This design comes from an exercise in tuning for small area, a short achievable clock period and few clock cycles per item on the open sky130 flow, not from production work.
The RTL was checked by simulation tests, not by an equivalence proof against the original design.

$ cat design.v
`timescale 1ns / 1ps
`default_nettype none
package psd_pkg;
    localparam logic [2:0] REG_THRESHOLD    = 3'd0;
    localparam logic [2:0] REG_MIN_INTERVAL = 3'd1;
    localparam logic [2:0] REG_MAX_HIGH     = 3'd2;
    localparam logic [2:0] REG_MIN_SWING    = 3'd3;
    localparam logic [2:0] REG_SMOOTHING    = 3'd4;
    localparam logic [15:0] THRESHOLD_RESET    = 16'd1150;
    localparam logic [15:0] MIN_INTERVAL_RESET = 16'd500;
    localparam logic [15:0] MAX_HIGH_RESET     = 16'd2000;
    localparam logic [15:0] MIN_SWING_RESET    = 16'd150;
    localparam logic [8:0]  WEIGHT_RESET       = 9'd51;    
    localparam logic [23:0] LEVEL_RESET  = 24'd256000;
    localparam logic [23:0] TROUGH_RESET = 24'd512000;
    localparam logic [18:0] STRIDE_NUM   = 19'd375000;
    localparam logic [10:0] STRIDE_MIN   = 11'd400;
    localparam logic [10:0] STRIDE_MAX   = 11'd1200;
    localparam logic [31:0] DIV_LO_E     = 32'd313;
    localparam logic [31:0] DIV_HI_E     = 32'd937;
    localparam int DT_W = 10;
endpackage
`default_nettype wire
`timescale 1ns / 1ps
`default_nettype none
`default_nettype wire
`timescale 1ns / 1ps
`default_nettype none
module psd_sqrt_seg #(
    parameter int FIRST = 0,
    parameter int LAST  = 16
)
(
    input  wire logic [31:0] rad,
    input  wire logic [17:0] rem_i,
    input  wire logic [15:0] root_i,
    output logic      [17:0] rem_o,
    output logic      [15:0] root_o
);
    logic [LAST:FIRST][17:0] rem_b;
    logic [LAST:FIRST][15:0] root_b;
    assign rem_b[FIRST]  = rem_i;
    assign root_b[FIRST] = root_i;
    for (genvar i = FIRST; i < LAST; i++)
    begin : g_row
        logic [17:0] sub_full;
        logic [i+2:0] trial;
        logic [i+2:0] sub;
        logic [i+3:0] diff;
        logic         ge;
        logic [i+1:0] rem_n;
        assign sub_full = {root_b[i], 2'b01};
        assign trial    = {rem_b[i][i:0], rad[31-2*i -: 2]};
        assign sub      = sub_full[i+2:0];
        assign diff     = {1'b0, trial} - {1'b0, sub};
        assign ge       = !diff[i+3];
        assign rem_n    = ge ? diff[i+1:0] : trial[i+1:0];
        assign rem_b[i+1]  = 18'(rem_n);
        assign root_b[i+1] = 16'({root_b[i][i:0], ge});
    end
    assign rem_o  = rem_b[LAST];
    assign root_o = root_b[LAST];
endmodule
module psd_div_seg #(
    parameter int FIRST = 0,
    parameter int LAST  = 11
)
(
    input  wire logic [9:0]  e,
    input  wire logic [9:0]  rem_i,
    input  wire logic [10:0] q_i,
    output logic      [9:0]  rem_o,
    output logic      [10:0] q_o
);
    localparam logic [18:0] NUM = 19'd375000;
    logic [LAST:FIRST][9:0]  rem_b;
    logic [LAST:FIRST][10:0] q_b;
    assign rem_b[FIRST] = rem_i;
    assign q_b[FIRST]   = q_i;
    for (genvar j = FIRST; j < LAST; j++)
    begin : g_row
        logic [10:0] trial;
        logic [11:0] diff;
        logic        ge;
        assign trial = {rem_b[j], NUM[10-j]};
        assign diff  = {1'b0, trial} - {2'b00, e};
        assign ge    = !diff[11];
        assign rem_b[j+1] = ge ? diff[9:0] : trial[9:0];
        assign q_b[j+1]   = {q_b[j][9:0], ge};
    end
    assign rem_o = rem_b[LAST];
    assign q_o   = q_b[LAST];
endmodule
`default_nettype wire
`timescale 1ns / 1ps
`default_nettype none
module pedometer_step_detector
(
    input  wire logic               clk,
    input  wire logic               rst_n,
    input  wire logic               cfg_valid,
    output logic                    cfg_ready,
    input  wire logic [2:0]         cfg_index,
    input  wire logic [15:0]        cfg_data,
    input  wire logic               sample_valid,
    output logic                    sample_ready,
    input  wire logic signed [15:0] sample_accel_x,
    input  wire logic signed [15:0] sample_accel_y,
    input  wire logic signed [15:0] sample_accel_z,
    input  wire logic [31:0]        sample_time_ms,
    output logic                    result_valid,
    input  wire logic               result_ready,
    output logic                    result_step_event,
    output logic [10:0]             result_step_length_mm,
    output logic [31:0]             result_steps_total,
    output logic [31:0]             result_distance_mm,
    output logic [23:0]             result_smoothed_magnitude
);
    localparam int SQ_CUT1  = 7;     
    localparam int SQ_CUT2  = 12;    
    localparam int DV_CUT1  = 2;     
    localparam int DV_CUT2  = 7;     
    logic [15:0] cfg_thr;
    logic [15:0] cfg_gap;
    logic [15:0] cfg_high;
    logic [15:0] cfg_swing;
    logic [8:0]  cfg_w;         
    logic [8:0]  cfg_v;         
    assign cfg_ready = 1'b1;
    always_ff @(posedge clk or negedge rst_n)
    begin
        if (!rst_n)
        begin
            cfg_thr   <= psd_pkg::THRESHOLD_RESET;
            cfg_gap   <= psd_pkg::MIN_INTERVAL_RESET;
            cfg_high  <= psd_pkg::MAX_HIGH_RESET;
            cfg_swing <= psd_pkg::MIN_SWING_RESET;
            cfg_w     <= psd_pkg::WEIGHT_RESET;
            cfg_v     <= 9'd256 - psd_pkg::WEIGHT_RESET;
        end
        else if (cfg_valid)
        begin
            case (cfg_index)
                psd_pkg::REG_THRESHOLD:    cfg_thr   <= cfg_data;
                psd_pkg::REG_MIN_INTERVAL: cfg_gap   <= cfg_data;
                psd_pkg::REG_MAX_HIGH:     cfg_high  <= cfg_data;
                psd_pkg::REG_MIN_SWING:    cfg_swing <= cfg_data;
                psd_pkg::REG_SMOOTHING:
                begin
                    if (cfg_data[8] && (cfg_data[7:0] != 8'd0))
                    begin
                        cfg_w <= 9'd256;
                        cfg_v <= 9'd0;
                    end
                    else
                    begin
                        cfg_w <= cfg_data[8:0];
                        cfg_v <= 9'd256 - cfg_data[8:0];
                    end
                end
                default:
                begin
                end
            endcase
        end
    end
    logic en;           
    logic k_v;          
    logic a_v, b_v, c_v, d_v, e_v, f_v, g_v, i_v;
    logic a_big;
    logic drained;
    logic hold_a;
    logic fire;
    assign en           = !k_v;
    assign drained      = !(b_v || c_v || d_v || e_v || f_v || g_v);
    assign hold_a       = a_v && a_big && !drained;
    assign sample_ready = en && !hold_a;
    assign fire         = sample_valid && sample_ready;
    always_ff @(posedge clk or negedge rst_n)
    begin
        if (!rst_n)
        begin
            a_v <= 1'b0;
            b_v <= 1'b0;
            c_v <= 1'b0;
            d_v <= 1'b0;
            e_v <= 1'b0;
            f_v <= 1'b0;
            g_v <= 1'b0;
            i_v <= 1'b0;
        end
        else if (en)
        begin
            if (!hold_a)
            begin
                a_v <= sample_valid;
            end
            b_v <= a_v && !hold_a;
            c_v <= b_v;
            d_v <= c_v;
            e_v <= d_v;
            f_v <= e_v;
            g_v <= f_v;
            i_v <= g_v;
        end
    end
    logic [15:0]     a_x, a_y, a_z;
    logic [31:0]     a_t;
    logic [psd_pkg::DT_W-1:0] a_d;
    logic            t_seen;
    logic [15:0]     abs_x, abs_y, abs_z;
    logic [31:0]     dt_in;
    assign abs_x = sample_accel_x[15] ? 16'(-sample_accel_x) : sample_accel_x;
    assign abs_y = sample_accel_y[15] ? 16'(-sample_accel_y) : sample_accel_y;
    assign abs_z = sample_accel_z[15] ? 16'(-sample_accel_z) : sample_accel_z;
    assign dt_in = sample_time_ms - a_t;
    always_ff @(posedge clk or negedge rst_n)
    begin
        if (!rst_n)
        begin
            t_seen <= 1'b0;
        end
        else if (fire)
        begin
            t_seen <= 1'b1;
        end
    end
    always_ff @(posedge clk)
    begin
        if (fire)
        begin
            a_x   <= abs_x;
            a_y   <= abs_y;
            a_z   <= abs_z;
            a_t   <= sample_time_ms;
            a_d   <= dt_in[psd_pkg::DT_W-1:0];
            a_big <= !t_seen || (dt_in[31:psd_pkg::DT_W] != '0);
        end
    end
    logic [31:0]     b_e;
    logic [psd_pkg::DT_W-1:0] b_d;
    always_ff @(posedge clk)
    begin
        if (en)
        begin
            b_e <= 32'(a_x * a_x) + 32'(a_y * a_y) + 32'(a_z * a_z);
            b_d <= a_big ? '0 : a_d;
        end
    end
    logic [17:0]     c_rem_n, d_rem_n, e_rem_n;
    logic [15:0]     c_root_n, d_root_n, e_root_n;
    logic [31:0]     c_rad, d_rad;
    logic [17:0]     c_rem, d_rem;
    logic [15:0]     c_root, d_root;
    logic [15:0]     e_root;
    logic [psd_pkg::DT_W-1:0] c_d, d_d, e_d;
    psd_sqrt_seg #(.FIRST(0), .LAST(SQ_CUT1)) u_sq_c
    (
        .rad    (b_e),
        .rem_i  (18'd0),
        .root_i (16'd0),
        .rem_o  (c_rem_n),
        .root_o (c_root_n)
    );
    psd_sqrt_seg #(.FIRST(SQ_CUT1), .LAST(SQ_CUT2)) u_sq_d
    (
        .rad    (c_rad),
        .rem_i  (c_rem),
        .root_i (c_root),
        .rem_o  (d_rem_n),
        .root_o (d_root_n)
    );
    psd_sqrt_seg #(.FIRST(SQ_CUT2), .LAST(16)) u_sq_e
    (
        .rad    (d_rad),
        .rem_i  (d_rem),
        .root_i (d_root),
        .rem_o  (e_rem_n),
        .root_o (e_root_n)
    );
    always_ff @(posedge clk)
    begin
        if (en)
        begin
            c_rad  <= {b_e[31-2*SQ_CUT1:0], {(2*SQ_CUT1){1'b0}}} >> (2*SQ_CUT1);
            c_rem  <= c_rem_n;
            c_root <= c_root_n;
            c_d    <= b_d;
            d_rad  <= {c_rad[31-2*SQ_CUT2:0], {(2*SQ_CUT2){1'b0}}} >> (2*SQ_CUT2);
            d_rem  <= d_rem_n;
            d_root <= d_root_n;
            d_d    <= c_d;
            e_root <= e_root_n;
            e_d    <= d_d;
        end
    end
    logic [23:0]     f_p;
    logic [psd_pkg::DT_W-1:0] f_d;
    always_ff @(posedge clk)
    begin
        if (en)
        begin
            f_p <= 24'(cfg_w[7:0] * e_root) + (cfg_w[8] ? {e_root, 8'd0} : 24'd0);
            f_d <= e_d;
        end
    end
    logic [23:0] level;
    logic [31:0] g_t;
    logic [31:0] mix;
    logic [23:0] level_n;
    logic [31:0] now_g;
    logic [31:0] el_g;
    logic [31:0] rd_g;
    logic        g_gt, g_tmoa, g_tmob, g_elo, g_ehi;
    logic [9:0]  g_e10;
    logic [9:0]  g_rem;
    logic [10:0] g_q;
    logic [9:0]  g_rem_n;
    logic [10:0] g_q_n;
    logic        sync;
    logic [23:0] peak, trough;
    logic        armed;
    logic [31:0] rise, last;
    logic        h_rflag;       
    assign mix     = {f_p, 8'd128} + 32'(cfg_v[7:0] * level);
    assign level_n = (cfg_w == 9'd0) ? level : mix[31:8];
    assign now_g   = g_t + 32'(f_d);
    assign el_g    = now_g - last;
    assign rd_g    = now_g - rise;
    assign sync    = en && a_v && a_big && drained;
    psd_div_seg #(.FIRST(0), .LAST(DV_CUT1)) u_dv_g
    (
        .e     (el_g[9:0]),
        .rem_i (10'(psd_pkg::STRIDE_NUM >> 11)),
        .q_i   (11'd0),
        .rem_o (g_rem_n),
        .q_o   (g_q_n)
    );
    always_ff @(posedge clk or negedge rst_n)
    begin
        if (!rst_n)
        begin
            level <= psd_pkg::LEVEL_RESET;
        end
        else if (en && f_v)
        begin
            level <= level_n;
        end
    end
    always_ff @(posedge clk)
    begin
        if (sync)
        begin
            g_t <= a_t;
        end
        else if (en && f_v)
        begin
            g_t <= now_g;
        end
        if (en)
        begin
            g_gt   <= el_g > {16'd0, cfg_gap};
            g_tmoa <= rd_g > {16'd0, cfg_high};
            g_tmob <= {{(32-psd_pkg::DT_W){1'b0}}, f_d} > {16'd0, cfg_high};
            g_elo  <= el_g < psd_pkg::DIV_LO_E;
            g_ehi  <= el_g > psd_pkg::DIV_HI_E;
            g_e10  <= el_g[9:0];
            g_rem  <= g_rem_n;
            g_q    <= g_q_n;
        end
    end
    logic        tmo, a1, rise_ev, fall, swing_ok, step;
    logic [24:0] trough_s, level_s;
    logic        clear;
    logic [23:0] pk, tr;
    logic [23:0] thr_q;
    logic [24:0] swing_q;
    logic [23:0] i_level;
    logic        i_step;
    logic        i_elo, i_ehi;
    logic [9:0]  i_e10;
    logic [9:0]  i_rem;
    logic [10:0] i_q;
    logic [9:0]  h_rem_n;
    logic [10:0] h_q_n;
    assign thr_q    = {cfg_thr, 8'd0};
    assign swing_q  = {1'b0, cfg_swing, 8'd0};
    assign tmo      = armed && (h_rflag ? g_tmob : g_tmoa);
    assign a1       = armed && !tmo;
    assign rise_ev  = !a1 && (level > thr_q);
    assign fall     = a1 && (level < thr_q);
    assign pk       = (level > peak) ? level : peak;
    assign tr       = (level < trough) ? level : trough;
    assign trough_s = {1'b0, trough} + swing_q;
    assign level_s  = {1'b0, level} + swing_q;
    assign swing_ok = ({1'b0, peak} > trough_s) || ({1'b0, peak} > level_s) ||
                      ({1'b0, level} > trough_s);
    assign step     = fall && g_gt && swing_ok;
    assign clear    = tmo || fall;
    psd_div_seg #(.FIRST(DV_CUT1), .LAST(DV_CUT2)) u_dv_h
    (
        .e     (g_e10),
        .rem_i (g_rem),
        .q_i   (g_q),
        .rem_o (h_rem_n),
        .q_o   (h_q_n)
    );
    always_ff @(posedge clk or negedge rst_n)
    begin
        if (!rst_n)
        begin
            peak   <= 24'd0;
            trough <= psd_pkg::TROUGH_RESET;
            armed  <= 1'b0;
            rise   <= 32'd0;
            last   <= 32'd0;
        end
        else if (en && g_v)
        begin
            peak   <= clear ? 24'd0 : pk;
            trough <= clear ? psd_pkg::TROUGH_RESET : tr;
            armed  <= rise_ev || (a1 && !fall);
            if (rise_ev)
            begin
                rise <= g_t;
            end
            if (step)
            begin
                last <= g_t;
            end
        end
    end
    always_ff @(posedge clk)
    begin
        if (en)
        begin
            h_rflag <= g_v && rise_ev;
            i_level <= level;
            i_step  <= step;
            i_elo   <= g_elo;
            i_ehi   <= g_ehi;
            i_e10   <= g_e10;
            i_rem   <= h_rem_n;
            i_q     <= h_q_n;
        end
    end
    logic [9:0]  i_rem_n;
    logic [10:0] i_q_n;
    logic [10:0] i_stride;
    psd_div_seg #(.FIRST(DV_CUT2), .LAST(11)) u_dv_i
    (
        .e     (i_e10),
        .rem_i (i_rem),
        .q_i   (i_q),
        .rem_o (i_rem_n),
        .q_o   (i_q_n)
    );
    assign i_stride = !i_step ? 11'd0 :
                      i_elo   ? psd_pkg::STRIDE_MAX :
                      i_ehi   ? psd_pkg::STRIDE_MIN : i_q_n;
    logic        o_v;
    logic        o_event;
    logic [10:0] o_stride;
    logic [23:0] o_level;
    logic [31:0] o_steps;
    logic [31:0] o_dist;
    logic        k_event;
    logic [10:0] k_stride;
    logic [23:0] k_level;
    logic        o_free;
    logic        load_o;
    logic        s_event;
    logic [10:0] s_stride;
    logic [23:0] s_level;
    logic [32:0] dist_sum;
    assign o_free   = !o_v || result_ready;
    assign load_o   = o_free && (k_v || i_v);
    assign s_event  = k_v ? k_event  : i_step;
    assign s_stride = k_v ? k_stride : i_stride;
    assign s_level  = k_v ? k_level  : i_level;
    assign dist_sum = {1'b0, o_dist} + {22'd0, s_stride};
    always_ff @(posedge clk or negedge rst_n)
    begin
        if (!rst_n)
        begin
            o_v     <= 1'b0;
            k_v     <= 1'b0;
            o_steps <= 32'd0;
            o_dist  <= 32'd0;
        end
        else
        begin
            if (load_o)
            begin
                o_v <= 1'b1;
                if (s_event)
                begin
                    if (o_steps != 32'hFFFF_FFFF)
                    begin
                        o_steps <= o_steps + 32'd1;
                    end
                    o_dist <= dist_sum[32] ? 32'hFFFF_FFFF : dist_sum[31:0];
                end
            end
            else if (result_ready)
            begin
                o_v <= 1'b0;
            end
            if (k_v)
            begin
                k_v <= !o_free;
            end
            else
            begin
                k_v <= i_v && !o_free;
            end
        end
    end
    always_ff @(posedge clk)
    begin
        if (load_o)
        begin
            o_event  <= s_event;
            o_stride <= s_stride;
            o_level  <= s_level;
        end
        if (!k_v && !o_free)
        begin
            k_event  <= i_step;
            k_stride <= i_stride;
            k_level  <= i_level;
        end
    end
    assign result_valid              = o_v;
    assign result_step_event         = o_event;
    assign result_step_length_mm     = o_stride;
    assign result_steps_total        = o_steps;
    assign result_distance_mm        = o_dist;
    assign result_smoothed_magnitude = o_level;
endmodule
`default_nettype wire
$ cat config.mk
export PLATFORM = sky130hd
export DESIGN_NAME = pedometer_step_detector
export DESIGN_NICKNAME = pedometer_step_detector
export VERILOG_FILES = /design/flow/design.v
export SDC_FILE = /design/flow/constraint.sdc
export NUM_CORES = 4
export LEC_CHECK = 0
export CAP_MARGIN = 20
export CORE_MARGIN = 2
export CORE_UTILIZATION = 40
export SLEW_MARGIN = 20
$ cat run.sh
#!/bin/bash
# synth_recipe.tcl (not shown) runs the flow's synth.tcl, then flattens the netlist and writes it again
# the make line also repeats each setting of config.mk as NAME=value (left out here)
make -C /OpenROAD-flow-scripts/flow DESIGN_CONFIG=/design/flow/config.mk WORK_HOME=/design/flow/orfs CLKGATE_MAP_FILE= SYNTH_SCRIPT=/design/flow/synth_recipe.tcl finish
$ cat constraint.sdc
create_clock -name core_clock -period 10.0 [get_ports {clk}]
set_input_delay 2.0000 -clock core_clock [delete_from_list [all_inputs] [get_ports {clk}]]
set_output_delay 2.0000 -clock core_clock [all_outputs]
set_load 0.01 [all_outputs]
==> results.py <==
metrics = {
    "detailed_routing": {
        "ant_nets": 0,
        "wirelength_um": 203000,
        "wl_per_cell_um": 17.6,
        "first_pass_iters": 5,
        "dr_total_vias": 58700,
        "dr.first_iter.drc_count": 3041,
        "drc": 0,
        "via_per_inst": 5.09,
    },
    "setup_path": {
        "cp.buffers_inverters": 17,
        "startpoint_type": "flip-flop",
        "critPathTopFamily": "compound AO/OA/AOI/OAI gates",
        "crit_path_end_kind": "flip-flop",
        "critPathRequiredTime_ns": 10.50,
        "cp_slowest_cell": "edfxtp_1",
        "crit_top_cell": "buf_4",
        "arrival_ns": 11.65,
        "path_max_fanout": 8,
        "slowest_delay_ns": 0.39,
        "crit_type": "flip-flop to flip-flop",
    },
    "sta": {
        "finalHoldViolCount": 0,
        "finalCritPeriodShare_pct": 112,
        "worst_pin_slew_ns": 1.11,
        "finClkSkew_ns": 0.0709,
        "setup_viol": 43,
        "rsz0062_at_grt": "yes",
        "relSlewSlack_pct": 25.8,
        "max_freq_mhz": 89.7,
        "drv_slew": 0,
        "finalWorstSetupSlack_ns": -1.15,
        "hold_slack_ns": 0.414,
        "layout_min_cycle_time_ns": 11.15,
    },
    "synth": {
        "netlist_instances": 8228,
        "synth_ff_type": "edfxtp_1",
        "syn_nets": 10100,
        "async_flop_share_pct": 38.6,
        "synth_top_area_share_pct": 21.5,
        "synth_edf_count": 465,
        "synthTopCellsByArea": "fa_1, edfxtp_1, ha_1",
        "ys_warn_count": 1,
        "synth_top_cell_by_area": "fa_1",
        "syn_area_mm2": 0.0813,
        "synth-seq-area-share_pct": 26.2,
        "ys_ff_latch": 757,
        "synth_area_per_cell_um2": 9.88,
        "synth_cell_type_count": 102,
    },
    "cells_and_area": {
        "final_nets": 10600,
        "drive_gt1_share_pct": 12.1,
        "area_growth_pct": 15.4,
        "fillers": 18700,
    },
    "global_route": {
        "overflow": 0,
        "grt_pass1_wl_um": 330000,
        "antenna_found_initial": 10,
        "gr-usage-all-layers_pct": 19.9,
        "grt_max_degree": 166,
        "grt_pass1_vias": 61700,
    },
    "cts": {
        "clockBufferDepth": 3,
        "clkTransAtPathRegs_ns": 0.06,
        "cts_tree": "yes",
        "holdBufCountCts": 0,
        "cts-root-buf": "clkbuf_16",
        "cts_made_buffers": 93,
        "clkLatencyLatePin_ns": 0.75,
        "htree_levels": 3,
        "cts_sinks": 757,
    },
    "run_status": {
        "violations": "setup timing",
        "status": "finished with violations",
    },
    "die": {
        "rows": 165,
        "dieArea_mm2": 0.207,
        "fp.dieW_um": 455,
        "fp.dieH_um": 455,
        "initial_core_util_pct": 40.2,
        "core_mm2": 0.202,
        "io_pins": 207,
    },
    "place": {
        "io_buffer_count": 205,
        "gp_congestion": 0.913,
        "dp_hpwl_um": 162000,
    },
    "job": {
        "maxCapViolCount": 0,
    },
    "worst_hold_path": {
        "hp-class": "flip-flop to flip-flop",
    },
}
[logic make-up (layout without fill, tap and decap cells)]
kind of cell	Yosys count	count (layout)	share of synthesized area (%)
AOI/OAI and AO/OA	1297	1297	10.2
xor gates and xnor gates	455	455	4.90
adders and majority gates	1777	1777	35.4
buffers and inverters	1676	2291	7.78
DFF	757	757	26.2
muxes	216	216	2.96
other	2	6	0.00924
and+or+nand+nor	2048	2049	12.5
[routing by layer]
layer / vias up / track usage, % / routed length, um
met5: - / 0 / 13
met4: 2 / 5.88 / 6280
met3: 292 / 2.14 / 6770
met2: 1018 / 34.6 / 99700
met1: 29200 / 25.9 / 90100
li1: 28200 / - / -
[area by class of cell]
cell class / count / area (um^2) / area share (%)
sequential: 757 / 21300 / 22.7
inverter: 1463 / 5510 / 5.87
clock inverter: 69 / 921 / 0.981
antenna: 4 / 10.0 / 0.0107
tap: 2672 / 3340 / 3.56
timing repair buffer: 652 / 5550 / 5.92
multi-input combinational: 5796 / 54700 / 58.3
clock buffer: 107 / 2480 / 2.65
[layout by cell type, fill, tap and decap left out, drive strengths merged, types with 73 or more instances in the layout]
| master | synthesis | routed |
|---|---|---|
| buf | 19 | 448 |
| nand3 | 87 | 87 |
| xor2 | 137 | 137 |
| fa | 875 | 875 |
| o21ai | 334 | 334 |
| xnor2 | 318 | 318 |
| inv | 1463 | 1474 |
| o21a | 73 | 73 |
| nand2b | 90 | 90 |
| mux2 | 176 | 176 |
| clkbuf | 194 | 107 |
| dfrtp | 249 | 249 |
| clkdlybuf4s50 | 0 | 204 |
| and2 | 394 | 394 |
| a21oi | 360 | 360 |
| nor2b | 105 | 105 |
| nand2 | 730 | 731 |
| edfxtp | 465 | 465 |
| nor3 | 79 | 79 |
| a21o | 153 | 153 |
| nor2 | 326 | 326 |
| ha | 902 | 902 |
[worst register-to-register path, delay by kind of cell, from the launching register on]
| family | cells | cell delay, ns |
|---|---|---|
| AO/OA/AOI/OAI | 32 | 5.12 |
| adder cells (fa/ha/maj) | 6 | 1.44 |
| AND/OR/NAND/NOR | 11 | 1.13 |
| XOR/XNOR | 1 | 0.23 |
| multiplexers | 2 | 0.57 |
| flip-flops | 1 | 0.39 |
| buffers and inverters | 17 | 2.04 |
[path summary, 6_finish.rpt]
check                          from          to  slack (ns)  cells past startpoint
hold / removal               d_d[6]      e_d[6]        0.41                      0
max in group asynchronous     rst_n     last[8]        7.31                      2
min in group asynchronous     rst_n  o_dist[23]        1.25                      1
setup reg to reg           g_e10[1]    i_rem[4]       -1.15                     69
setup / recovery           g_e10[1]    i_rem[4]       -1.15                     69
hold reg to reg              d_d[6]      e_d[6]        0.41                      0
[metrics by stage]
step	setup WS, ns	setup TNS, ns	instance area, um^2	std cells	utilization, %
floorplan	-1.39	-19.21	81700	8228	-
CTS	-1.26	-22.88	93200	11500	46.1
finish	-1.15	-18.93	93800	11500	46.4
detailed placement	-1.57	-45.88	88700	11200	43.9
global route	-1.68	-41.61	93800	11500	46.4
global placement	-1.60	-36.78	88700	11200	43.9
[sequential cells by signal, indices dropped and copies added, names as in the netlist, 24 cells and up]
register  cells
peak         24
f_p          24
o_steps      32
i_level      24
o_dist       32
trough       24
rise         32
last         32
b_e          32
a_t          32
k_level      24
level        24
o_level      24
g_t          32
[what timing repair did]
| item | in CTS | in global routing |
|---|---|---|
| endpoints found under the setup margin | 43 | 67 |
| cloned | 3 | 0 |
| pin swaps | 89 | 60 |
| setup buffers | 106 | 23 |
| resized for setup | 71 | 104 |
[cell usage after synthesis, drive strengths merged (79+ instances only)]
cell type / count
inv: 1463
ha: 902
fa: 875
nand2: 730
edfxtp: 465
and2: 394
a21oi: 360
o21ai: 334
nor2: 326
xnor2: 318
dfrtp: 249
clkbuf: 194
mux2: 176
a21o: 153
xor2: 137
nor2b: 105
nand2b: 90
nand3: 87
nor3: 79
Testbench counts, summed over its fixed seeds: cycles 4,872, items 4,800.

==> what the ideal ports hide <==
In the flow no input, the clock included, has a driving cell. The finished layout below was timed again as built, in two steps.
Step 1, drivers: a clkbuf_16 drives clk and a buf_2 each remaining input, both assumed.
Step 2 adds t to the input delays and takes it off the output delays; t is the mean of the earliest and latest rising clock arrival at the registers after step 1. Input paths then give back, and output paths get back, about the clock's delay inside the block.
Three values: no drivers, after step 1, after step 2; two values: the first two.
shift t [ns]: 0.806
setup slack, ns: -1.151 / -1.151 / -1.151
worst data-port slew with drivers (ns): 0.20
For this run, drivers alone change the setup slack by 0.000 ns; drivers and shift together by 0.000 ns.
